What follows belongs to an exercise in optimizing a design on an open flow for small area, a short achievable clock period and few clock cycles per item; a production flow would make more cautious choices.
Where RTL was checked, it was by simulation tests only, not by an equivalence proof against the original.
For runs 2 and 3, only the layout was checked, not whether the RTL still works.
Power and IR drop assume default switching activity.

**config.mk**
```make
export PLATFORM = sky130hd
export DESIGN_NAME = mips_integer_core_step_top
export DESIGN_NICKNAME = mips_integer_core_step_top
export VERILOG_FILES = /design/flow/design.v
export SDC_FILE = /design/flow/constraint.sdc
export NUM_CORES = 4
export LEC_CHECK = 0
export CAP_MARGIN = 30
export CORE_MARGIN = 2
export CORE_UTILIZATION = 40
export CTS_CLUSTER_DIAMETER = 100
export CTS_CLUSTER_SIZE = 28
export SETUP_SLACK_MARGIN = 3.0
export SLEW_MARGIN = 30
```
**constraint.sdc**
```tcl
create_clock -name core_clock -period 7.0 [get_ports {clk}]
set_input_delay 1.4000 -clock core_clock [delete_from_list [all_inputs] [get_ports {clk}]]
set_output_delay 1.4000 -clock core_clock [all_outputs]
set_load 0.01 [all_outputs]
```
**design.v**
```verilog
package mics_pkg;
	localparam logic [31:0] ResetAddress = 32'hbfc00000;
	localparam logic [31:0] Poison = 32'hdeadbeef;
	localparam logic [1:0] KindNone = 2'd0;
	localparam logic [1:0] KindLoad = 2'd1;
	localparam logic [1:0] KindStore = 2'd2;
	localparam logic [1:0] SizeByte = 2'd0;
	localparam logic [1:0] SizeHalf = 2'd1;
	localparam logic [1:0] SizeWord = 2'd2;
	localparam logic [2:0] StOk = 3'd0;
	localparam logic [2:0] StBadOp = 3'd1;
	localparam logic [2:0] StOverflow = 3'd2;
	localparam logic [2:0] StBadCop = 3'd3;
	localparam logic [2:0] StHalted = 3'd4;
	localparam logic [1:0] PlNone = 2'd0;
	localparam logic [1:0] PlWord = 2'd1;
	localparam logic [1:0] PlSByte = 2'd2;
	localparam logic [1:0] PlUByte = 2'd3;
	localparam logic [5:0] OpSpecial = 6'h00;
	localparam logic [5:0] OpRegimm = 6'h01;
	localparam logic [5:0] OpJ = 6'h02;
	localparam logic [5:0] OpJal = 6'h03;
	localparam logic [5:0] OpBeq = 6'h04;
	localparam logic [5:0] OpBne = 6'h05;
	localparam logic [5:0] OpBlez = 6'h06;
	localparam logic [5:0] OpBgtz = 6'h07;
	localparam logic [5:0] OpAddi = 6'h08;
	localparam logic [5:0] OpAddiu = 6'h09;
	localparam logic [5:0] OpSlti = 6'h0a;
	localparam logic [5:0] OpSltiu = 6'h0b;
	localparam logic [5:0] OpAndi = 6'h0c;
	localparam logic [5:0] OpOri = 6'h0d;
	localparam logic [5:0] OpLui = 6'h0f;
	localparam logic [5:0] OpCop0 = 6'h10;
	localparam logic [5:0] OpLb = 6'h20;
	localparam logic [5:0] OpLw = 6'h23;
	localparam logic [5:0] OpLbu = 6'h24;
	localparam logic [5:0] OpSb = 6'h28;
	localparam logic [5:0] OpSh = 6'h29;
	localparam logic [5:0] OpSw = 6'h2b;
	localparam logic [5:0] FnSll = 6'h00;
	localparam logic [5:0] FnSrl = 6'h02;
	localparam logic [5:0] FnSra = 6'h03;
	localparam logic [5:0] FnJr = 6'h08;
	localparam logic [5:0] FnJalr = 6'h09;
	localparam logic [5:0] FnMfhi = 6'h10;
	localparam logic [5:0] FnMflo = 6'h12;
	localparam logic [5:0] FnDiv = 6'h1a;
	localparam logic [5:0] FnDivu = 6'h1b;
	localparam logic [5:0] FnAdd = 6'h20;
	localparam logic [5:0] FnAddu = 6'h21;
	localparam logic [5:0] FnSubu = 6'h23;
	localparam logic [5:0] FnAnd = 6'h24;
	localparam logic [5:0] FnOr = 6'h25;
	localparam logic [5:0] FnSlt = 6'h2a;
	localparam logic [5:0] FnSltu = 6'h2b;
	localparam logic [4:0] CopMt = 5'h04;
	localparam logic [4:0] CopMf = 5'h00;
	localparam logic [4:0] Cp0Sr = 5'd12;
	localparam logic [4:0] LinkReg = 5'd31;
endpackage
module mics_regfile (
	input  logic        clk,
	input  logic        arst_n,
	input  logic        we,
	input  logic [4:0]  waddr,
	input  logic [31:0] wdata,
	input  logic [4:0]  ra,
	input  logic [4:0]  rb,
	output logic [31:0] rd_a,
	output logic [31:0] rd_b
);
	logic [31:0] mem [1:31];
	logic [31:1] vld_q;
	always_ff @(posedge clk) begin
		if (we && waddr != '0) mem[waddr] <= wdata;
	end
	always_ff @(posedge clk or negedge arst_n) begin
		if (!arst_n) vld_q <= '0;
		else if (we && waddr != '0) vld_q[waddr] <= 1'b1;
	end
	logic [31:1] sa, sb;
	always_comb begin
		for (int i = 1; i < 32; i++) begin
			sa[i] = (ra == 5'(i));
			sb[i] = (rb == 5'(i));
		end
	end
	always_comb begin
		logic [31:0] a, b;
		logic va, vb;
		a = '0; b = '0; va = 1'b0; vb = 1'b0;
		for (int i = 1; i < 32; i++) begin
			a = a | ({32{sa[i]}} & mem[i]);
			b = b | ({32{sb[i]}} & mem[i]);
			va = va | (sa[i] & vld_q[i]);
			vb = vb | (sb[i] & vld_q[i]);
		end
		rd_a = (ra == '0) ? '0 : (va ? a : mics_pkg::Poison);
		rd_b = (rb == '0) ? '0 : (vb ? b : mics_pkg::Poison);
	end
endmodule
module mics_div (
	input  logic        clk,
	input  logic        arst_n,
	input  logic        start,
	input  logic        set,
	input  logic [31:0] a,       
	input  logic [31:0] b,       
	input  logic        neg_q,
	input  logic        neg_r,
	input  logic        zq,      
	output logic        busy,     
	output logic [31:0] rem,
	output logic [31:0] quot,
	output logic        rem_neg,
	output logic        quot_neg
);
	logic [31:0] r_q, q_q, d_q;
	logic [4:0]  cnt_q;
	logic        nq_q, nr_q;
	logic [1:0]  st_q;    
	function automatic logic [5:0] lzc(input logic [31:0] v);
		lzc = 6'd32;
		for (int i = 0; i < 32; i++) if (v[i]) lzc = 6'(31 - i);
	endfunction
	logic [5:0] la_q, lb_q;
	logic       zq_q;
	logic [5:0] sh;
	logic [32:0] diff;
	logic [31:0] r1;
	assign sh = lb_q - la_q;
	assign diff = {1'b0, r_q} - {1'b0, d_q};
	assign r1 = diff[32] ? r_q : diff[31:0];
	always_ff @(posedge clk or negedge arst_n) begin
		if (!arst_n) begin
			st_q <= 2'd0;
			r_q <= mics_pkg::Poison;
			q_q <= mics_pkg::Poison;
			nq_q <= 1'b0;
			nr_q <= 1'b0;
		end else begin
			if (set) begin
				r_q <= a;
				q_q <= b;
				nq_q <= 1'b0;
				nr_q <= 1'b0;
			end else if (start) begin
				r_q <= a;
				q_q <= '0;
				nq_q <= neg_q;
				nr_q <= neg_r;
				st_q <= 2'd1;
			end else if (st_q == 2'd1) begin
				st_q <= (la_q > lb_q) ? 2'd0 : 2'd2;
			end else if (st_q == 2'd2) begin
				r_q <= r1;
				q_q <= {q_q[30:0], !diff[32]};
				if (cnt_q == 5'd0) st_q <= 2'd0;
			end
		end
	end
	always_ff @(posedge clk) begin
		if (start) begin
			d_q <= b;
			la_q <= lzc(a);
			lb_q <= lzc(b);
			zq_q <= zq;
		end
		else if (st_q == 2'd1) begin
			d_q <= d_q << sh[4:0];
			cnt_q <= sh[4:0];
		end else if (st_q == 2'd2) begin
			d_q <= d_q >> 1;
			cnt_q <= cnt_q - 5'd1;
		end
	end
	assign busy = st_q == 2'd2 || (st_q == 2'd1 && !zq_q);
	assign rem = r_q;
	assign quot = q_q;
	assign rem_neg = nr_q;
	assign quot_neg = nq_q;
endmodule
module mips_integer_core_step_top (
	input  logic        clk,
	input  logic        arst_n,
	input  logic        inst_valid,
	output logic        inst_ready,
	input  logic [63:0] inst_item,
	output logic        res_valid,
	input  logic        res_ready,
	output logic [102:0] res_item,
	input  logic        cfg_valid,
	output logic        cfg_ready,
	input  logic [31:0] cfg_data
);
	logic        dv_q;
	logic [31:0] dw_q;
	logic [31:0] ew_q, ea_q, eb_q, ei_q;
	logic [31:0] pc_q, sr_q;
	logic        halted_q;
	logic [4:0]  pend_t_q;
	logic [1:0]  pend_m_q;
	logic        pend_sr_q;
	logic        wb_v_q;
	logic [4:0]  wb_t_q;
	logic [31:0] wb_d_q;
	logic        res_valid_q;
	logic [70:0] res_q;    
	logic        c_inv_q, c_sum_q, c_and_q, c_or_q, c_sh_q, c_slt_q, c_sltu_q, c_lui_q;
	logic        c_link_q, c_hi_q, c_lo_q, c_sll_q, c_sra_q;
	logic [5:0]  c_amt_q;
	logic        c_wr_q, c_hilo_q;
	logic [4:0]  c_widx_q;
	logic fire, accept, stall;
	logic [5:0]  d_op, d_fn;
	logic        d_r;
	logic        d_inv, d_sum, d_and, d_or, d_sh, d_slt, d_sltu, d_lui, d_link, d_hi, d_lo, d_sll, d_sra;
	logic        d_imm, d_wr, d_hilo;
	logic [4:0]  d_widx;
	logic [5:0]  d_amt;
	logic [31:0] d_immv;
	assign d_op = dw_q[31:26];
	assign d_fn = dw_q[5:0];
	assign d_r = d_op == mics_pkg::OpSpecial;
	always_comb begin
		d_inv = (d_r && (d_fn == mics_pkg::FnSubu || d_fn == mics_pkg::FnSlt || d_fn == mics_pkg::FnSltu)) ||
			d_op == mics_pkg::OpSlti || d_op == mics_pkg::OpSltiu;
		d_sum = (d_r && (d_fn == mics_pkg::FnAdd || d_fn == mics_pkg::FnAddu || d_fn == mics_pkg::FnSubu)) ||
			d_op == mics_pkg::OpAddi || d_op == mics_pkg::OpAddiu;
		d_and = (d_r && d_fn == mics_pkg::FnAnd) || d_op == mics_pkg::OpAndi;
		d_or = (d_r && d_fn == mics_pkg::FnOr) || d_op == mics_pkg::OpOri;
		d_sll = d_r && d_fn == mics_pkg::FnSll;
		d_sra = d_r && d_fn == mics_pkg::FnSra;
		d_sh = d_r && (d_fn == mics_pkg::FnSll || d_fn == mics_pkg::FnSrl || d_fn == mics_pkg::FnSra);
		d_slt = (d_r && d_fn == mics_pkg::FnSlt) || d_op == mics_pkg::OpSlti;
		d_sltu = (d_r && d_fn == mics_pkg::FnSltu) || d_op == mics_pkg::OpSltiu;
		d_lui = d_op == mics_pkg::OpLui;
		d_link = (d_r && d_fn == mics_pkg::FnJalr) || d_op == mics_pkg::OpJal ||
			(d_op == mics_pkg::OpRegimm && dw_q[20]);
		d_hilo = d_r && (d_fn == mics_pkg::FnMfhi || d_fn == mics_pkg::FnMflo ||
			d_fn == mics_pkg::FnDiv || d_fn == mics_pkg::FnDivu);
		d_hi = d_r && d_fn == mics_pkg::FnMfhi;
		d_lo = d_r && d_fn == mics_pkg::FnMflo;
		d_wr = 1'b0;
		d_widx = dw_q[15:11];
		case (d_op)
			mics_pkg::OpSpecial:
				case (d_fn)
					mics_pkg::FnSll, mics_pkg::FnSrl, mics_pkg::FnSra, mics_pkg::FnJalr,
					mics_pkg::FnMfhi, mics_pkg::FnMflo, mics_pkg::FnAdd, mics_pkg::FnAddu,
					mics_pkg::FnSubu, mics_pkg::FnAnd, mics_pkg::FnOr, mics_pkg::FnSlt,
					mics_pkg::FnSltu: d_wr = 1'b1;
					default: ;
				endcase
			mics_pkg::OpRegimm: begin d_wr = dw_q[20]; d_widx = mics_pkg::LinkReg; end
			mics_pkg::OpJal: begin d_wr = 1'b1; d_widx = mics_pkg::LinkReg; end
			mics_pkg::OpAddi, mics_pkg::OpAddiu, mics_pkg::OpSlti, mics_pkg::OpSltiu,
			mics_pkg::OpAndi, mics_pkg::OpOri, mics_pkg::OpLui: begin d_wr = 1'b1; d_widx = dw_q[20:16]; end
			default: ;
		endcase
		d_amt = d_sll ? (6'd32 - {1'b0, dw_q[10:6]}) : {1'b0, dw_q[10:6]};
		case (d_op)
			mics_pkg::OpAddi, mics_pkg::OpAddiu, mics_pkg::OpSlti, mics_pkg::OpSltiu,
			mics_pkg::OpLb, mics_pkg::OpLbu, mics_pkg::OpLw, mics_pkg::OpSb, mics_pkg::OpSh,
			mics_pkg::OpSw: begin d_imm = 1'b1; d_immv = {{16{dw_q[15]}}, dw_q[15:0]}; end
			mics_pkg::OpAndi, mics_pkg::OpOri: begin d_imm = 1'b1; d_immv = {16'h0, dw_q[15:0]}; end
			mics_pkg::OpLui: begin d_imm = 1'b1; d_immv = {dw_q[15:0], 16'h0}; end
			default: begin d_imm = 1'b0; d_immv = {{16{dw_q[15]}}, dw_q[15:0]}; end
		endcase
	end
	logic [5:0]  op, fn;
	logic [4:0]  rsi, rti, rdi;
	logic [31:0] rs, rt, simm, pc_inc, br_tgt, j_tgt, bx, sum, shres, hl, hlv;
	logic [32:0] s33;
	logic        isolated, sltv, sltuv, ovf, eq;
	logic [63:0] fun;
	assign rs = ea_q;
	assign rt = eb_q;
	assign op = ew_q[31:26];
	assign fn = ew_q[5:0];
	assign rsi = ew_q[25:21];
	assign rti = ew_q[20:16];
	assign rdi = ew_q[15:11];
	assign simm = {{16{ew_q[15]}}, ew_q[15:0]};
	assign pc_inc = pc_q + 32'd4;
	assign br_tgt = pc_q + {simm[29:0], 2'b00};
	assign j_tgt = {pc_q[31:28], ew_q[25:0], 2'b00};
	assign isolated = sr_q[16];
	assign bx = ei_q ^ {32{c_inv_q}};
	assign s33 = {1'b0, ea_q} + {1'b0, bx} + {32'h0, c_inv_q};
	assign sum = s33[31:0];
	assign sltuv = !s33[32];
	assign sltv = (ea_q[31] ^ ei_q[31]) ? ea_q[31] : sum[31];
	assign ovf = (ea_q[31] == ei_q[31]) && (sum[31] != ea_q[31]);
	assign eq = ea_q == eb_q;
	assign fun = {(c_sll_q ? eb_q : {32{c_sra_q & eb_q[31]}}), (c_sll_q ? 32'h0 : eb_q)} >> c_amt_q;
	assign shres = fun[31:0];
	logic [31:0] div_rem, div_quot;
	logic        div_busy, div_rn, div_qn;
	assign hl = c_hi_q ? div_rem : div_quot;
	assign hlv = (c_hi_q ? div_rn : div_qn) ? (32'h0 - hl) : hl;
	logic [31:0] wr_val, wr_oth;
	assign wr_val = c_sum_q ? sum : wr_oth;
	assign wr_oth = ({32{c_and_q}} & (ea_q & ei_q)) |
		({32{c_or_q}} & (ea_q | ei_q)) | ({32{c_sh_q}} & shres) |
		{31'h0, (c_slt_q & sltv) | (c_sltu_q & sltuv)} | ({32{c_lui_q}} & ei_q) |
		({32{c_link_q}} & pc_inc) | ({32{c_hi_q | c_lo_q}} & hlv);
	logic [31:0] nx_pc, sdata, maddr;
	logic [4:0]  new_t;
	logic [1:0]  kind, size, new_m;
	logic [2:0]  st;
	logic new_sr, sr_we, div_set, div_go, div_signed;
	always_comb begin
		nx_pc = pc_inc;
		st = mics_pkg::StOk; kind = mics_pkg::KindNone; size = mics_pkg::SizeByte; maddr = '0; sdata = '0;
		new_t = rti; new_m = mics_pkg::PlNone; new_sr = 1'b0; sr_we = 1'b0;
		div_set = 1'b0; div_go = 1'b0; div_signed = 1'b0; 
		case (op)
			mics_pkg::OpSpecial: begin
				case (fn)
					mics_pkg::FnSll, mics_pkg::FnSrl, mics_pkg::FnSra, mics_pkg::FnAddu,
					mics_pkg::FnSubu, mics_pkg::FnAnd, mics_pkg::FnOr, mics_pkg::FnSlt,
					mics_pkg::FnSltu: ;
					mics_pkg::FnJr: nx_pc = rs;
					mics_pkg::FnJalr: nx_pc = rs;
					mics_pkg::FnMfhi, mics_pkg::FnMflo: ;
					mics_pkg::FnDiv: begin
						div_signed = 1'b1;
						if (rt == '0) div_set = 1'b1;
						else div_go = 1'b1;
					end
					mics_pkg::FnDivu: begin
						if (rt == '0) div_set = 1'b1;
						else div_go = 1'b1;
					end
					mics_pkg::FnAdd: if (ovf) st = mics_pkg::StOverflow;
					default: st = mics_pkg::StBadOp;
				endcase
			end
			mics_pkg::OpRegimm: if (rs[31] ^ ew_q[16]) nx_pc = br_tgt;
			mics_pkg::OpJal: nx_pc = j_tgt;
			mics_pkg::OpJ: nx_pc = j_tgt;
			mics_pkg::OpBeq: if (eq) nx_pc = br_tgt;
			mics_pkg::OpBne: if (!eq) nx_pc = br_tgt;
			mics_pkg::OpBlez: if (rs == '0 || rs[31]) nx_pc = br_tgt;
			mics_pkg::OpBgtz: if (rs != '0 && !rs[31]) nx_pc = br_tgt;
			mics_pkg::OpAddi: if (ovf) st = mics_pkg::StOverflow;
			mics_pkg::OpAddiu, mics_pkg::OpSlti, mics_pkg::OpSltiu, mics_pkg::OpAndi,
			mics_pkg::OpOri, mics_pkg::OpLui: ;
			mics_pkg::OpCop0: begin
				if (rsi == mics_pkg::CopMt) begin
					if (rdi == mics_pkg::Cp0Sr) sr_we = 1'b1;
					else if (rdi == 5'd3 || rdi == 5'd5 || rdi == 5'd6 || rdi == 5'd7 ||
						rdi == 5'd9 || rdi == 5'd11 || rdi == 5'd13) begin
						if (rt != '0) st = mics_pkg::StBadCop;
					end else st = mics_pkg::StBadCop;
				end else if (rsi == mics_pkg::CopMf) begin
					if (rdi == mics_pkg::Cp0Sr) new_sr = 1'b1;
					else st = mics_pkg::StBadCop;
				end else st = mics_pkg::StBadCop;
			end
			mics_pkg::OpLb: begin kind = mics_pkg::KindLoad; maddr = sum; new_m = mics_pkg::PlSByte; end
			mics_pkg::OpLbu: begin kind = mics_pkg::KindLoad; maddr = sum; new_m = mics_pkg::PlUByte; end
			mics_pkg::OpLw: if (!isolated) begin
				kind = mics_pkg::KindLoad; size = mics_pkg::SizeWord; maddr = sum; new_m = mics_pkg::PlWord;
			end
			mics_pkg::OpSb: if (!isolated) begin
				kind = mics_pkg::KindStore; maddr = sum; sdata = {24'h0, rt[7:0]};
			end
			mics_pkg::OpSh: if (!isolated) begin
				kind = mics_pkg::KindStore; size = mics_pkg::SizeHalf; maddr = sum; sdata = {16'h0, rt[15:0]};
			end
			mics_pkg::OpSw: if (!isolated) begin
				kind = mics_pkg::KindStore; size = mics_pkg::SizeWord; maddr = sum; sdata = rt;
			end
			default: st = mics_pkg::StBadOp;
		endcase
	end
	assign stall = c_hilo_q && div_busy && !halted_q;
	assign fire = dv_q && !stall && (!res_valid_q || res_ready);
	assign inst_ready = !dv_q || fire;
	assign accept = inst_valid && inst_ready;
	assign cfg_ready = 1'b1;
	assign res_valid = res_valid_q;
	assign res_item = {pc_q, res_q};
	logic [31:0] div_a, div_b;
	always_comb begin
		if (div_set) begin
			div_a = rs;
			div_b = (div_signed && rs[31]) ? 32'd1 : 32'hffffffff;
		end else begin
			div_a = (div_signed && rs[31]) ? (32'h0 - rs) : rs;
			div_b = (div_signed && rt[31]) ? (32'h0 - rt) : rt;
		end
	end
	logic [31:0] zq_a, zq_b, zq_m;
	logic        zq;
	always_comb begin
		zq_a = (div_signed && rs[31]) ? {~rs[30:0], 1'b1} : rs;
		zq_b = (div_signed && rt[31]) ? ~rt : rt;
		zq_m[31] = zq_a[31];
		for (int i = 30; i >= 0; i--) zq_m[i] = zq_m[i + 1] | zq_a[i];
		zq = (zq_b & ~zq_m) != '0;
	end
	mics_div u_div (
		.clk(clk), .arst_n(arst_n),
		.start(fire && !halted_q && div_go),
		.set(fire && !halted_q && div_set),
		.a(div_a), .b(div_b),
		.neg_q(div_signed && (rs[31] ^ rt[31])),
		.neg_r(div_signed && rs[31]), .zq(zq),
		.busy(div_busy), .rem(div_rem), .quot(div_quot), .rem_neg(div_rn), .quot_neg(div_qn)
	);
	logic        ex_we, land_in, land_hit;
	logic [4:0]  land_t, wr_idx;
	logic [1:0]  land_m;
	logic [31:0] land_val;
	assign wr_idx = c_widx_q;
	assign ex_we = !halted_q && c_wr_q && c_widx_q != '0;
	always_comb begin
		if (fire) begin
			land_t = new_t;
			land_m = new_m;
			land_in = !halted_q && (new_m != mics_pkg::PlNone || new_sr);
			if (new_sr) land_m = mics_pkg::PlNone;
			land_hit = d_wr && d_widx == new_t;
		end else begin
			land_t = pend_t_q;
			land_m = pend_m_q;
			land_in = pend_sr_q || pend_m_q != mics_pkg::PlNone;
			land_hit = c_wr_q && c_widx_q == pend_t_q;
		end
		land_in = accept && land_in && land_t != '0 && !land_hit;
		case (land_m)
			mics_pkg::PlSByte: land_val = {{24{inst_item[7]}}, inst_item[7:0]};
			mics_pkg::PlUByte: land_val = {24'h0, inst_item[7:0]};
			mics_pkg::PlWord: land_val = inst_item[31:0];
			default: land_val = sr_q;
		endcase
	end
	logic [31:0] rf_a, rf_b;
	mics_regfile u_rf (
		.clk(clk), .arst_n(arst_n),
		.we(ex_we || wb_v_q), .waddr(ex_we ? wr_idx : wb_t_q), .wdata(ex_we ? wr_val : wb_d_q),
		.ra(dw_q[25:21]), .rb(dw_q[20:16]),
		.rd_a(rf_a), .rd_b(rf_b)
	);
	logic [31:0] opa, opb_o, opi;
	logic        fa, fb;
	assign fa = ex_we && wr_idx == dw_q[25:21];
	assign fb = ex_we && wr_idx == dw_q[20:16];
	always_comb begin
		if (wb_v_q && wb_t_q == dw_q[25:21] && dw_q[25:21] != '0) opa = wb_d_q;
		else opa = rf_a;
		if (wb_v_q && wb_t_q == dw_q[20:16] && dw_q[20:16] != '0) opb_o = wb_d_q;
		else opb_o = rf_b;
	end
	always_ff @(posedge clk or negedge arst_n) begin
		if (!arst_n) begin
			dv_q <= 1'b0;
			ew_q <= '0;
			{c_inv_q, c_sum_q, c_and_q, c_or_q, c_sh_q, c_slt_q, c_sltu_q, c_lui_q} <= '0;
			{c_link_q, c_hi_q, c_lo_q, c_sra_q, c_wr_q, c_hilo_q} <= '0;
			c_sll_q <= 1'b1;
			pc_q <= mics_pkg::ResetAddress;
			sr_q <= '0;
			halted_q <= 1'b0;
			pend_t_q <= '0;
			pend_m_q <= mics_pkg::PlNone;
			pend_sr_q <= 1'b0;
			wb_v_q <= 1'b0;
			res_valid_q <= 1'b0;
		end else begin
			if (accept) dv_q <= 1'b1;
			else if (fire) dv_q <= 1'b0;
			if (fire) res_valid_q <= 1'b1;
			else if (res_ready) res_valid_q <= 1'b0;
			if (land_in) wb_v_q <= 1'b1;
			else if (ex_we) wb_v_q <= wb_v_q && wb_t_q != wr_idx;
			else wb_v_q <= 1'b0;
			if (accept) begin
				pend_m_q <= mics_pkg::PlNone;
				pend_sr_q <= 1'b0;
			end else if (fire && !halted_q) begin
				pend_t_q <= new_t;
				pend_m_q <= new_m;
				pend_sr_q <= new_sr;
			end
			if (fire) begin
				ew_q <= dw_q;
				{c_inv_q, c_sum_q, c_and_q, c_or_q, c_sh_q, c_slt_q, c_sltu_q, c_lui_q} <=
					{d_inv, d_sum, d_and, d_or, d_sh, d_slt, d_sltu, d_lui};
				{c_link_q, c_hi_q, c_lo_q, c_sll_q, c_sra_q, c_wr_q, c_hilo_q} <=
					{d_link, d_hi, d_lo, d_sll, d_sra, d_wr, d_hilo};
				if (!halted_q) begin
					pc_q <= nx_pc;
					if (st != mics_pkg::StOk) halted_q <= 1'b1;
					if (sr_we) sr_q <= rt;
				end
			end
		end
	end
	always_ff @(posedge clk) begin
		if (accept) dw_q <= inst_item[63:32];
		if (fire) begin
			c_amt_q <= d_amt;
			c_widx_q <= d_widx;
			ea_q <= fa ? wr_val : opa;
			eb_q <= fb ? wr_val : opb_o;
			ei_q <= d_imm ? d_immv : (fb ? wr_val : opb_o);
		end
		if (land_in) begin
			wb_t_q <= land_t;
			wb_d_q <= land_val;
		end
		if (fire) begin
			if (halted_q) begin
				res_q <= {mics_pkg::KindNone, mics_pkg::SizeByte, 32'h0, 32'h0, mics_pkg::StHalted};
			end else begin
				res_q <= {kind, size, maddr, sdata, st};
			end
		end
	end
endmodule
```
**run.sh**
```bash
#!/bin/bash
# synth_recipe.tcl (not shown) runs the flow's synth.tcl, then flattens the netlist and writes it again
# the make line also repeats each setting of config.mk as NAME=value (left out here)
make -C /OpenROAD-flow-scripts/flow DESIGN_CONFIG=/design/flow/config.mk WORK_HOME=/design/flow/orfs CLKGATE_MAP_FILE= SYNTH_SCRIPT=/design/flow/synth_recipe.tcl finish
```
==> impl_metrics.yaml, run 1 <==
power:
  pwr-share-clk_pct: 27.3
  power.internal_mw: 13.5
  vdd_ir_drop_max_uv: 263
  p_leak_nw: 33.0
  pwr-share-comb_pct: 20.2
  p_switching_mw: 6.15
  p_sw_share_pct: 31.3
  pwr-share-seq_pct: 52.5
  power.density_nw_per_um2: 205
floorplanning:
  dieArea_um2: 212000
  ios: 207
  die_x_um: 461
  core_um2: 207000
  row_count: 167
  start_util_pct: 40.3
  die-height_um: 461
finish:
  final_layout_size_suffix_gt1_share_pct: 15.3
  postLayoutCellArea_um2: 96000
  fillers: 19000
  area_growth_pct: 14.9
  fin_util_pct: 46.3
  finalNetCount: 8102
logic_synthesis:
  synth_top_area_cell: "edfxtp_1"
  ys_seq_elements: 1512
  yosys-top-cells-count: "1289 x edfxtp_1, 776 x nand2_1, 741 x a22oi_1"
  ys_types: 109
  syn_area_um2: 83500
  synth_area_leaders: "edfxtp_1 46%, a22oi_1 6.7%, dfrtp_1 4.9%"
  yosysSeqAreaShare_pct: 53.1
  yosysMostFrequentCell: "edfxtp_1"
  avgSynthCellArea_um2: 10.8
  yosysTopAreaCellShare_pct: 46.3
  syn_inst: 7722
  yosys_warnings: 3
  synthFlopType: "edfxtp_1"
  async_flop_share_pct: 14.7
  synth_fp_nets: 7949
  synth-edff-count: 1289
sta:
  tns_ps: 0
  post-route-period-util_pct: 59.3
  setup_viol: 0
  holdWs_ps: 510
  worst_clock_skew_ps: 105
  relSlewSlack_pct: 18.8
  final.min_clock_period_ps: 4150
  tightest_slew_ps: 1220
  final_max_slew_viol_count: 0
  rsz0062_at_grt: "true"
  max_freq_mhz: 241
  finalHoldViolCount: 0
drt:
  drc_errors: 0
  drt_iter0_markers: 15800
  wl_met1_um: 141000
  dr.pass1.iters: 17
  top_layer: "met5"
  routed_wl_um: 412000
  dr_total_vias: 76900
  ant_nets: 0
  dr_wl_met2_um: 170000
  avgViaCountPerCell: 7.17
  wl_per_cell_um: 38.4
  wl_met3_um: 63300
flow_run:
  max_cap_violations: 0
clock_network:
  cts-root-buf: "clkbuf_16"
  htree_num_levels: 3
  cts_buffers: 72
  clk_latency_ps: 820
  clk_pin_slew_ps: 120
  ctsLongestPathBuffers: 3
  cts_tree: "done"
  clock_sinks: 1512
placement:
  placed_area_um2: 90100
  routabilityCongestion: 1.05
  portBuffers: 172
  place_hpwl_um: 263000
grt:
  overflow: 0
  track_usage_pct: 37.3
  first_global_vias: 70200
  grt_max_degree: 119
  antenna_found_initial: 20
  grt_pass1_wl_um: 558000
worst_setup_path:
  cp_cell_sequence: "or4_4, o21ai_4, buf_6, buf_12, mux2i_4, and3_4, nand2_2, inv_2, ha_4, or4_4, nor4_4, nand4_1, or3_4, or3_4, inv_2, a21o_1"
  crit_path_start_kind: "register"
  path_max_fanout: 6
  crit_required_ps: 7750
  cp_slowest_cell: "or4_4"
  end_kind: "register"
  cp.arrival_ps: 4900
  r2r_cells: 16
  worstSetupPathType: "register to register"
  slowest_delay_ps: 560
outcome:
  status: "timing/DRC/antenna clean"
min_path:
  hp-class: "input pin to asynchronous set/reset pin"
==> power groups by stage <==
stage | logic [mW] | registers [mW] | clock network, mW
after floorplan | 2.06 | 10.3 | 0
after global placement | 3.40 | 10.5 | 0
after detailed placement | 3.43 | 10.5 | 0
after CTS | 3.65 | 10.3 | 5.36
after global routing | 4.10 | 10.3 | 5.65
final | 3.96 | 10.3 | 5.37
==> routing by layer <==
layer  vias up  track usage, %
li1      30400               -
met1     37100            46.0
met2      7377            53.8
met3      2028            14.5
met4        28            25.2
met5         -           0.184
==> worst max-delay path: cells and delay by family, from the launching register on <==
kind | cells | cell delay [ps]
AOI/OAI and AO/OA | 2 | 330
and+or+nand+nor | 8 | 2520
adders and majority gates | 1 | 200
DFF | 1 | 460
buffers and inverters | 4 | 390
muxes | 1 | 220
==> timing repair <==
item                                    4_1_cts  5_1_grt
buffers inserted                             85       62
pin swaps                                    50       50
gates cloned                                 16        3
endpoints found under the setup margin     2295     1423
gates resized for setup                     178      184
hold buffers                                  0        0
==> per-stage QoR <==
| stage | instances | worst slack, ps | power [mW] |
|---|---|---|---|
| after floorplan | 7722 | 2760 | 12.4 |
| after global placement | 10400 | 1550 | 13.9 |
| after detailed placement | 10400 | 1520 | 13.9 |
| after CTS | 10600 | 2890 | 19.3 |
| after global routing | 10700 | 2710 | 20.1 |
| final | 10700 | 2850 | 19.6 |
==> flip-flops by register name (all words and copies together) (netlist names), 32 cells and up, named ones only <==
name / count
ew_q: 32
ea_q: 32
wb_d_q: 32
u_rf.mem: 992
u_div.d_q: 32
pc_q: 32
ei_q: 32
res_q: 71
eb_q: 32
sr_q: 32
u_div.r_q: 32
u_div.q_q: 32
dw_q: 32
==> path summary, 6_finish.rpt <==
kind                       slack (ps)                          to             startpoint
max                              2850  u_rf.vld_q[15]$_DFFE_PN0P_  c_widx_q[3]$_DFFE_PP_
min                               510         pc_q[6]$_DFFE_PN0P_                 arst_n
max reg2reg                      2850  u_rf.vld_q[15]$_DFFE_PN0P_  c_widx_q[3]$_DFFE_PP_
min reg2reg                       510        c_hilo_q$_DFFE_PN0P_   c_hilo_q$_DFFE_PN0P_
max in group asynchronous        5330        sr_q[30]$_DFFE_PN0P_                 arst_n
min in group core_clock           510        c_hilo_q$_DFFE_PN0P_   c_hilo_q$_DFFE_PN0P_
==> cells in the final DEF (no fill, tap or decap), types with 32 or more instances in the layout <==
cell	instances
o21ai_4	32
a211oi_1	46
nand2_1	759
a22o_1	125
dfrtp_1	158
a21oi_1	416
a222oi_1	59
xnor2_1	166
a221oi_1	179
nor2_4	97
buf_12	32
nor2_1	438
and3_1	41
edfxtp_1	1289
mux2i_1	153
o211ai_1	44
o21ai_0	305
dfstp_2	57
mux2_2	71
ha_1	115
nor3_1	178
or3_1	33
xor2_1	131
clkdlybuf4s50_1	170
nand4_1	123
and2_1	63
inv_1	129
nor4_1	52
nor2b_1	35
a22oi_1	737
mux4_2	61
a21o_1	87
buf_4	373
a31oi_1	43
nand2b_1	50
nand3_1	194
clkbuf_16	76
o22ai_1	36
==> cell families after synthesis <==
logic type | share of synthesized area (%)
buf+inv | 3.31
xor+xnor | 3.43
simple gates | 12.8
compound gates | 20.9
other cells | 0.00449
mux | 4.51
flops | 53.1
fa+ha+maj | 1.92
==> final cells by class <==
type | count | area (µm²) | area share [%]
clock inverter | 24 | 435 | 0.454
sequential | 1512 | 44400 | 46.2
timing repair buffer | 631 | 6010 | 6.26
tap | 2788 | 3490 | 3.63
multi-input combinational | 5515 | 39100 | 40.8
clock buffer | 93 | 1940 | 2.03
inverter | 142 | 569 | 0.593
antenna | 12 | 30.0 | 0.0313
timing repair inverter | 1 | 7.51 | 0.00782
Testbench counts, summed over its fixed seeds: cycles 36,537, items 32,000.
==> run 2: changes to the inputs <==
--- a/design.v
+++ b/design.v
@@ -273,3 +273,3 @@
 	logic [4:0]  rsi, rti, rdi;
-	logic [31:0] rs, rt, simm, pc_inc, br_tgt, j_tgt, bx, sum, shres, hl, hlv;
+	logic [31:0] rs, rt, simm, pc_inc, br_tgt, j_tgt, sum, shres, hl, hlv;
 	logic [32:0] s33;
@@ -289,7 +289,6 @@
 	assign isolated = sr_q[16];
-	assign bx = ei_q ^ {32{c_inv_q}};
-	assign s33 = {1'b0, ea_q} + {1'b0, bx} + {32'h0, c_inv_q};
+	assign s33 = {1'b0, ea_q} + {1'b0, ei_q} + {32'h0, c_inv_q};
 	assign sum = s33[31:0];
 	assign sltuv = !s33[32];
-	assign sltv = (ea_q[31] ^ ei_q[31]) ? ea_q[31] : sum[31];
+	assign sltv = (ea_q[31] == ei_q[31]) ? ea_q[31] : sum[31];
 	assign ovf = (ea_q[31] == ei_q[31]) && (sum[31] != ea_q[31]);
@@ -510,3 +509,3 @@
 			eb_q <= fb ? wr_val : opb_o;
-			ei_q <= d_imm ? d_immv : (fb ? wr_val : opb_o);
+			ei_q <= (d_imm ? d_immv : (fb ? wr_val : opb_o)) ^ {32{d_inv}};
 		end
--- a/config.mk
+++ b/config.mk
@@ -10,4 +10,2 @@
 export CORE_UTILIZATION = 40
-export CTS_CLUSTER_DIAMETER = 100
-export CTS_CLUSTER_SIZE = 28
 export SETUP_SLACK_MARGIN = 3.0
==> impl_metrics.yaml, run 2 <==
outcome:
  status: "timing/DRC/antenna clean"
sta:
  tightest_slew_ps: 1120
  rsz0062_at_grt: "true"
  final_max_slew_viol_count: 0
  holdWs_ps: 490
  relSlewSlack_pct: 25.2
  finalHoldViolCount: 0
  worst_clock_skew_ps: 83.2
  setup_viol: 0
  final.min_clock_period_ps: 4140
  max_freq_mhz: 241
  post-route-period-util_pct: 59.2
  tns_ps: 0
power:
  total_power_mw: 23.8
  pwr-share-clk_pct: 37.8
  p_leak_nw: 36.3
  power.density_nw_per_um2: 233
  vdd_ir_drop_max_uv: 267
  p_sw_share_pct: 30.4
  pwr-share-comb_pct: 18.7
  p_switching_mw: 7.23
  pwr-share-seq_pct: 43.5
  power.internal_mw: 16.6
drt:
  wl_met1_um: 146000
  dr.pass1.iters: 12
  dr_total_vias: 80500
  wl_met3_um: 66000
  top_layer: "met5"
  avgViaCountPerCell: 7.12
  drc_errors: 0
  ant_nets: 0
  routed_wl_um: 437000
  wl_per_cell_um: 38.6
  dr_wl_met2_um: 179000
  drt_iter0_markers: 17300
logic_synthesis:
  async_flop_share_pct: 14.7
  synth-edff-count: 1289
  yosys-top-cells-count: "1289 x edfxtp_1, 929 x a22oi_1, 860 x nand2_1"
  synth_fp_nets: 8218
  yosysMostFrequentCell: "edfxtp_1"
  synthFlopType: "edfxtp_1"
  ys_seq_elements: 1512
  yosys_warnings: 3
  syn_area_um2: 85000
  avgSynthCellArea_um2: 10.7
  synth_top_area_cell: "edfxtp_1"
  yosysSeqAreaShare_pct: 52.2
  syn_inst: 7959
  ys_types: 117
  synth_area_leaders: "edfxtp_1 46%, a22oi_1 8.2%, dfrtp_1 4.8%"
  yosysTopAreaCellShare_pct: 45.5
clock_network:
  clock_sinks: 1512
  cts-root-buf: "clkbuf_16"
  cts_hold_buf: 0
  clk_latency_ps: 890
  ctsLongestPathBuffers: 3
  cts_buffers: 165
  cts_tree: "done"
  clk_pin_slew_ps: 60
  htree_num_levels: 4
worst_setup_path:
  worstSetupPathType: "register to register"
  crit_path_start_kind: "register"
  cp.arrival_ps: 4620
  cp_cell_sequence: "or2_4, o41ai_4, buf_4, nand2_1, and2_1, ha_4, a21oi_2, nand2_1, nor2_4, buf_4"
  crit_required_ps: 7480
  path_max_fanout: 24
  cp_slowest_cell: "buf_4"
  end_kind: "register"
  slowest_delay_ps: 640
floorplanning:
  row_count: 169
  dieArea_um2: 216000
  die-height_um: 465
  core_um2: 212000
  ios: 207
  die_x_um: 465
  start_util_pct: 40.2
finish:
  top_register: "u_rf.mem"
  finalNetCount: 8593
  largest_reg_flops: 992
  layout_common_cells: "1289 x edfxtp_1, 923 x a22oi_1, 848 x nand2_1"
  reg_top3: "u_rf.mem: 992 flops, res_q: 71 flops"
  final_layout_size_suffix_gt1_share_pct: 18.3
  final_common_cell: "edfxtp_1"
  fillers: 19100
  area_growth_pct: 19.9
grt:
  grt_max_degree: 112
  antenna_found_initial: 15
  track_usage_pct: 38.7
  grt_pass1_wl_um: 591000
  overflow: 0
  first_global_vias: 74300
placement:
  place_hpwl_um: 283000
  portBuffers: 172
  routabilityCongestion: 1.07
flow_run:
  max_cap_violations: 0
min_path:
  hp-class: "register to register"
run 2: changes by cell type after synthesis, sizes merged, moves of 36 or more:
| cell | change |
|---|---|
| nor2 | -36 |
| buf | +46 |
| nand2 | +83 |
| a221oi | -129 |
| a22o | -79 |
| inv | +45 |
| a22oi | +192 |
run 2: area by class of cell:
type	instances	area [µm²]	share of cell area [%]
Multi-Input combinational cell	5682	40300	39.5
Clock inverter	105	1130	1.11
Clock buffer	199	4370	4.29
Timing Repair Buffer	784	7470	7.33
Tap cell	2821	3530	3.46
Sequential cell	1512	44400	43.5
Antenna cell	17	42.5	0.0417
Inverter	189	767	0.752
run 2: cells by family after synthesis:
group | count (synthesis) | share of synthesized area, %
adder cells (fa/ha/maj) | 158 | 2.37
flip-flops | 1512 | 52.2
XOR/XNOR | 318 | 3.28
buffers and inverters | 777 | 3.71
other | 1 | 0.00441
AND/OR/NAND/NOR | 2359 | 13.2
multiplexers | 277 | 4.14
AO/OA/AOI/OAI | 2557 | 21.1
run 2: what timing repair did:
item / 4_1_cts / 5_1_grt
pin swaps: 72 / 74
endpoints found under the setup margin: 2198 / 1143
buffers inserted: 168 / 114
cloned: 10 / 6
resized for setup: 203 / 205
run 2: worst max-delay path: cells and delay by family (launching register included):
| family | cells | cell delay [ps] |
|---|---|---|
| adders and majority gates | 1 | 210 |
| buffers and inverters | 2 | 810 |
| and+or+nand+nor | 5 | 1660 |
| AOI/OAI and AO/OA | 2 | 650 |
| DFF | 1 | 430 |
run 2: final timing paths:
path / start / endpoint / slack [ps] / depth (start not counted)
min in group asynchronous: arst_n / pc_q[15]$_DFFE_PN0P_ / 520 / 1
hold / removal: c_hilo_q$_DFFE_PN0P_ / c_hilo_q$_DFFE_PN0P_ / 490 / 2
hold reg to reg: c_hilo_q$_DFFE_PN0P_ / c_hilo_q$_DFFE_PN0P_ / 490 / 2
max in group asynchronous: arst_n / pend_m_q[0]$_DFFE_PN0P_ / 5310 / 2
setup / recovery: c_widx_q[1]$_DFFE_PP_ / u_rf.mem[15][10]$_DFFE_PP_ / 2860 / 10
setup reg to reg: c_widx_q[1]$_DFFE_PP_ / u_rf.mem[15][10]$_DFFE_PP_ / 2860 / 10
run 2: power groups by stage:
stage	logic [mW]	clock network [mW]	registers (mW)
6_report	4.44	9.00	10.4
5_1_grt	4.60	9.38	10.4
4_1_cts	4.06	8.99	10.3
3_5_place_dp	3.80	0	10.6
3_3_place_gp	3.77	0	10.5
2_1_floorplan	2.25	0	10.4
run 2: through the flow:
step / worst slack [ps] / instance area (µm²) / cells / utilization [%]
detailed placement: 1760 / 91600 / 10700 / 43.3
CTS: 2790 / 99800 / 11200 / 47.2
global placement: 1790 / 91300 / 10700 / 43.1
floorplan: 2950 / 85100 / 7959 / -
global route: 2800 / 102000 / 11300 / 48.1
finish: 2860 / 102000 / 11300 / 48.2
run 2: per-layer routing:
metal	vias to the layer above	track usage, %
met5	-	0.439
met2	7785	55.2
met4	20	30.8
met1	38700	46.5
li1	31800	-
met3	2277	14.8
==> run 3: changes to the inputs <==
--- a/design.v
+++ b/design.v
@@ -111,3 +111,2 @@
 	input  logic        neg_r,
-	input  logic        zq,      
 	output logic        busy,     
@@ -127,3 +126,3 @@
 	logic [5:0] la_q, lb_q;
-	logic       zq_q;
+	logic       zq_q;      
 	logic [5:0] sh;
@@ -154,3 +153,3 @@
 			end else if (st_q == 2'd1) begin
-				st_q <= (la_q > lb_q) ? 2'd0 : 2'd2;
+				st_q <= zq_q ? 2'd0 : 2'd2;
 			end else if (st_q == 2'd2) begin
@@ -167,3 +166,3 @@
 			lb_q <= lzc(b);
-			zq_q <= zq;
+			zq_q <= lzc(a) > lzc(b);
 		end
@@ -198,3 +197,3 @@
 	logic [31:0] dw_q;
-	logic [31:0] ew_q, ea_q, eb_q, ei_q;
+	logic [31:0] ew_q, ea_q, ei_q;
 	logic [31:0] pc_q, sr_q;
@@ -263,5 +262,5 @@
 		case (d_op)
-			mics_pkg::OpAddi, mics_pkg::OpAddiu, mics_pkg::OpSlti, mics_pkg::OpSltiu,
-			mics_pkg::OpLb, mics_pkg::OpLbu, mics_pkg::OpLw, mics_pkg::OpSb, mics_pkg::OpSh,
-			mics_pkg::OpSw: begin d_imm = 1'b1; d_immv = {{16{dw_q[15]}}, dw_q[15:0]}; end
+			mics_pkg::OpAddi, mics_pkg::OpAddiu, mics_pkg::OpSlti, mics_pkg::OpSltiu: begin
+				d_imm = 1'b1; d_immv = {{16{dw_q[15]}}, dw_q[15:0]};
+			end
 			mics_pkg::OpAndi, mics_pkg::OpOri: begin d_imm = 1'b1; d_immv = {16'h0, dw_q[15:0]}; end
@@ -273,3 +272,3 @@
 	logic [4:0]  rsi, rti, rdi;
-	logic [31:0] rs, rt, simm, pc_inc, br_tgt, j_tgt, sum, shres, hl, hlv;
+	logic [31:0] rs, rt, simm, pc_inc, br_tgt, j_tgt, sum, addr, shres, hl, hlv;
 	logic [32:0] s33;
@@ -278,3 +277,3 @@
 	assign rs = ea_q;
-	assign rt = eb_q;
+	assign rt = ei_q;    
 	assign op = ew_q[31:26];
@@ -294,4 +293,5 @@
 	assign ovf = (ea_q[31] == ei_q[31]) && (sum[31] != ea_q[31]);
-	assign eq = ea_q == eb_q;
-	assign fun = {(c_sll_q ? eb_q : {32{c_sra_q & eb_q[31]}}), (c_sll_q ? 32'h0 : eb_q)} >> c_amt_q;
+	assign eq = ea_q == ei_q;
+	assign addr = ea_q + simm;
+	assign fun = {(c_sll_q ? rt : {32{c_sra_q & rt[31]}}), (c_sll_q ? 32'h0 : rt)} >> c_amt_q;
 	assign shres = fun[31:0];
@@ -361,15 +361,15 @@
 			end
-			mics_pkg::OpLb: begin kind = mics_pkg::KindLoad; maddr = sum; new_m = mics_pkg::PlSByte; end
-			mics_pkg::OpLbu: begin kind = mics_pkg::KindLoad; maddr = sum; new_m = mics_pkg::PlUByte; end
+			mics_pkg::OpLb: begin kind = mics_pkg::KindLoad; maddr = addr; new_m = mics_pkg::PlSByte; end
+			mics_pkg::OpLbu: begin kind = mics_pkg::KindLoad; maddr = addr; new_m = mics_pkg::PlUByte; end
 			mics_pkg::OpLw: if (!isolated) begin
-				kind = mics_pkg::KindLoad; size = mics_pkg::SizeWord; maddr = sum; new_m = mics_pkg::PlWord;
+				kind = mics_pkg::KindLoad; size = mics_pkg::SizeWord; maddr = addr; new_m = mics_pkg::PlWord;
 			end
 			mics_pkg::OpSb: if (!isolated) begin
-				kind = mics_pkg::KindStore; maddr = sum; sdata = {24'h0, rt[7:0]};
+				kind = mics_pkg::KindStore; maddr = addr; sdata = {24'h0, rt[7:0]};
 			end
 			mics_pkg::OpSh: if (!isolated) begin
-				kind = mics_pkg::KindStore; size = mics_pkg::SizeHalf; maddr = sum; sdata = {16'h0, rt[15:0]};
+				kind = mics_pkg::KindStore; size = mics_pkg::SizeHalf; maddr = addr; sdata = {16'h0, rt[15:0]};
 			end
 			mics_pkg::OpSw: if (!isolated) begin
-				kind = mics_pkg::KindStore; size = mics_pkg::SizeWord; maddr = sum; sdata = rt;
+				kind = mics_pkg::KindStore; size = mics_pkg::SizeWord; maddr = addr; sdata = rt;
 			end
@@ -395,11 +395,2 @@
 	end
-	logic [31:0] zq_a, zq_b, zq_m;
-	logic        zq;
-	always_comb begin
-		zq_a = (div_signed && rs[31]) ? {~rs[30:0], 1'b1} : rs;
-		zq_b = (div_signed && rt[31]) ? ~rt : rt;
-		zq_m[31] = zq_a[31];
-		for (int i = 30; i >= 0; i--) zq_m[i] = zq_m[i + 1] | zq_a[i];
-		zq = (zq_b & ~zq_m) != '0;
-	end
 	mics_div u_div (
@@ -410,3 +401,3 @@
 		.neg_q(div_signed && (rs[31] ^ rt[31])),
-		.neg_r(div_signed && rs[31]), .zq(zq),
+		.neg_r(div_signed && rs[31]),
 		.busy(div_busy), .rem(div_rem), .quot(div_quot), .rem_neg(div_rn), .quot_neg(div_qn)
@@ -508,3 +499,2 @@
 			ea_q <= fa ? wr_val : opa;
-			eb_q <= fb ? wr_val : opb_o;
 			ei_q <= (d_imm ? d_immv : (fb ? wr_val : opb_o)) ^ {32{d_inv}};
--- a/config.mk
+++ b/config.mk
@@ -9,4 +9,5 @@
 export CORE_MARGIN = 2
-export CORE_UTILIZATION = 40
-export SETUP_SLACK_MARGIN = 3.0
+export CORE_UTILIZATION = 30
+export PLACE_DENSITY = 0.5
+export SETUP_SLACK_MARGIN = 2.5
 export SLEW_MARGIN = 30
==> impl_metrics.yaml, run 3 <==
outcome:
  status: "timing/DRC/antenna clean"
finish:
  fin_util_pct: 36.0
  finalNetCount: 8257
  largest_reg_flops: 992
  postLayoutCellArea_um2: 99200
  reg_top3: "u_rf.mem: 992 flops, res_q: 71 flops"
  top_register: "u_rf.mem"
  layout_common_cells: "1255 x edfxtp_1, 690 x a22oi_1, 629 x nand2_1"
  final_layout_size_suffix_gt1_share_pct: 16.2
  area_growth_pct: 19.6
  final_common_cell: "edfxtp_1"
logic_synthesis:
  synth_area_leaders: "edfxtp_1 45%, a22oi_1 6.3%, dfrtp_1 4.9%"
  yosys_warnings: 3
  yosys-top-cells-count: "1255 x edfxtp_1, 691 x a22oi_1, 636 x nand2_1"
  async_flop_share_pct: 15.0
  synth-edff-count: 1255
  yosysMostFrequentCell: "edfxtp_1"
  yosysTopAreaCellShare_pct: 45.4
  ys_types: 107
  synth_fp_nets: 7950
  ys_seq_elements: 1478
  syn_inst: 7659
  yosysSeqAreaShare_pct: 52.2
  syn_area_um2: 82900
  synthFlopType: "edfxtp_1"
  avgSynthCellArea_um2: 10.8
  synth_top_area_cell: "edfxtp_1"
sta:
  tightest_slew_ps: 1160
  final.min_clock_period_ps: 4710
  worst_clock_skew_ps: 115
  relSlewSlack_pct: 21.9
  rsz0062_at_grt: "true"
  post-route-period-util_pct: 67.3
  tns_ps: 0
  final_max_slew_viol_count: 0
  max_freq_mhz: 212
  setup_viol: 0
  holdWs_ps: 482
  finalHoldViolCount: 0
placement:
  portBuffers: 172
  routabilityCongestion: 1.02
  placed_area_um2: 91000
  place_hpwl_um: 301000
grt:
  antenna_found_initial: 24
  first_global_vias: 72600
  grt_max_degree: 125
  grt_pass1_wl_um: 611000
  track_usage_pct: 31.2
  overflow: 0
clock_network:
  ctsLongestPathBuffers: 4
  clock_sinks: 1478
  cts-root-buf: "clkbuf_16"
  clk_latency_ps: 900
  clk_pin_slew_ps: 60
  cts_tree: "done"
  htree_num_levels: 4
  cts_hold_buf: 0
  cts_buffers: 175
worst_setup_path:
  slowest_delay_ps: 730
  crit_buf_inv: 2
  worstSetupPathType: "register to register"
  path_max_fanout: 9
  crit_required_ps: 7570
  cp_slowest_cell: "edfxtp_1"
  cp.arrival_ps: 5280
  end_kind: "register"
  cp_cell_sequence: "inv_1, ha_1, o21ai_0, a21oi_1, o22a_1, o21ai_1, buf_4, o21ai_0, a31oi_1, o32a_1, o211ai_1, o31ai_1, xnor2_1"
  cp_top_family: "compound AO/OA/AOI/OAI gates"
  crit_path_start_kind: "register"
  cpMostUsedCell: "o21ai_0"
min_path:
  hp-class: "register to register"
power:
  p_leak_nw: 34.7
  power.density_nw_per_um2: 230
  vdd_ir_drop_max_uv: 170
drt:
  routed_wl_um: 455000
  wl_per_cell_um: 38.5
  drt_iter0_markers: 14000
  drc_errors: 0
  avgViaCountPerCell: 6.52
  dr.pass1.iters: 11
  ant_nets: 0
  dr_total_vias: 77100
floorplanning:
  die_x_um: 530
  core_um2: 276000
  die-height_um: 530
  ios: 207
  start_util_pct: 30.1
  dieArea_um2: 281000
  row_count: 193
flow_run:
  max_cap_violations: 0
[run 3: cell count changes after synthesis, sizes merged, moves of 47 or more]
cell    delta
a22oi    -242
nand2    -224
a221oi   +125
a22o     +103
buf       -50
o21ai     +47
[run 3: report_power, final]
group	internal (mW)	leakage, nW	switching [mW]
Sequential	9.65	14.0	0.227
Clock	5.49	2.79	3.86
Combinational	1.19	17.9	2.43
[run 3: area by class of cell]
type	instances	area, µm²
fillers	27200	177000
flip-flops and latches	1478	43300
multi-input cells	5455	38700
repair buffers	677	6100
clock buffers	223	4760
well taps	3705	4640
clock inverters	92	963
inverters	178	714
diodes	14	35.0
repair inverters	1	5.00
[run 3: layer usage]
metal	global-route usage, %	routed length [µm]	vias up
li1	-	-	30800
met3	9.74	56700	1757
met2	47.0	196000	6261
met4	21.1	37800	28
met1	38.1	165000	38200
met5	0.0684	382	-
[run 3: worst paths after layout]
path | startpoint | endpoint | slack (ps) | cells after the start
max reg2reg | ei_q[7]$_DFFE_PP_ | ei_q[0]$_DFFE_PP_ | 2290 | 13
min | sr_q[3]$_DFFE_PN0P_ | sr_q[3]$_DFFE_PN0P_ | 480 | 2
max in group asynchronous | arst_n | u_div.r_q[4]$_DFFE_PN0P_ | 4950 | 2
max | ei_q[7]$_DFFE_PP_ | ei_q[0]$_DFFE_PP_ | 2290 | 13
min in group asynchronous | arst_n | res_valid_q$_DFFE_PN0P_ | 590 | 1
min reg2reg | sr_q[3]$_DFFE_PN0P_ | sr_q[3]$_DFFE_PN0P_ | 480 | 2
[run 3: timing repair]
action | CTS | global route
resized for setup | 117 | 110
setup endpoints to repair | 1486 | 1227
buffers inserted | 103 | 54
pin swaps | 24 | 28
cloned | 7 | 4
endpoints found under the hold margin | 0 | 0
[run 3: worst min-delay path, stage by stage (launching register included)]
cell,delay [ps]
dfrtp_1,340
nand2_1,50
o21ai_0,60
[run 3: logic make-up (layout without fill, tap and decap cells)]
kind of cell             count (synthesis)  count (layout)  share of synthesized area, %
buffers and inverters                  735            1171                          3.51
AND/OR/NAND/NOR                       2036            2040                          11.6
AO/OA/AOI/OAI                         2641            2646                          22.3
multiplexers                           274             274                          4.23
XOR/XNOR                               304             304                          3.22
adder cells (fa/ha/maj)                190             190                          2.92
other                                    1              15                       0.00452
flip-flops                            1478            1478                          52.2
[run 3: per-stage QoR]
step                setup slack, ps  power (mW)  cells
floorplan                      2530        11.8   7659
global placement                326        13.3  11300
detailed placement             1310        13.3  11300
CTS                            2240        22.7  11800
global route                   2160        23.4  11800
finish                         2290        22.8  11800

[separate check: timing with driven ports]
Ports are ideal in the flow. The routed layouts listed here were re-timed in OpenROAD.
Step 1, drivers: a clkbuf_16 drives clk and a buf_2 each remaining input, both assumed.
Step 2 moves the port delays by t, midway between the first and last clock arrival at a register: inputs arrive t later, outputs are due t later. That takes back most of the time a late clock gives input paths.
Slacks: ideal / step 1 / step 2; pairs: ideal / step 1.
run | t (ns) | setup slack, ns | slew at the worst register clock pin (ns) | worst data-port slew with drivers (ns)
run 1 | 0.858 | 2.849 / 2.849 / 2.474 | 0.12 / 0.12 | 0.06
run 2 | 0.932 | 2.859 / 2.859 / 2.653 | 0.07 / 0.07 | 0.06
run 3 | 0.941 | 2.289 / 2.289 / 2.092 | 0.08 / 0.08 | 0.19
After both steps every run listed still meets setup and hold. For run 1, which loses most, drivers alone change the setup slack by 0.000 ns; drivers and shift together by -0.375 ns.
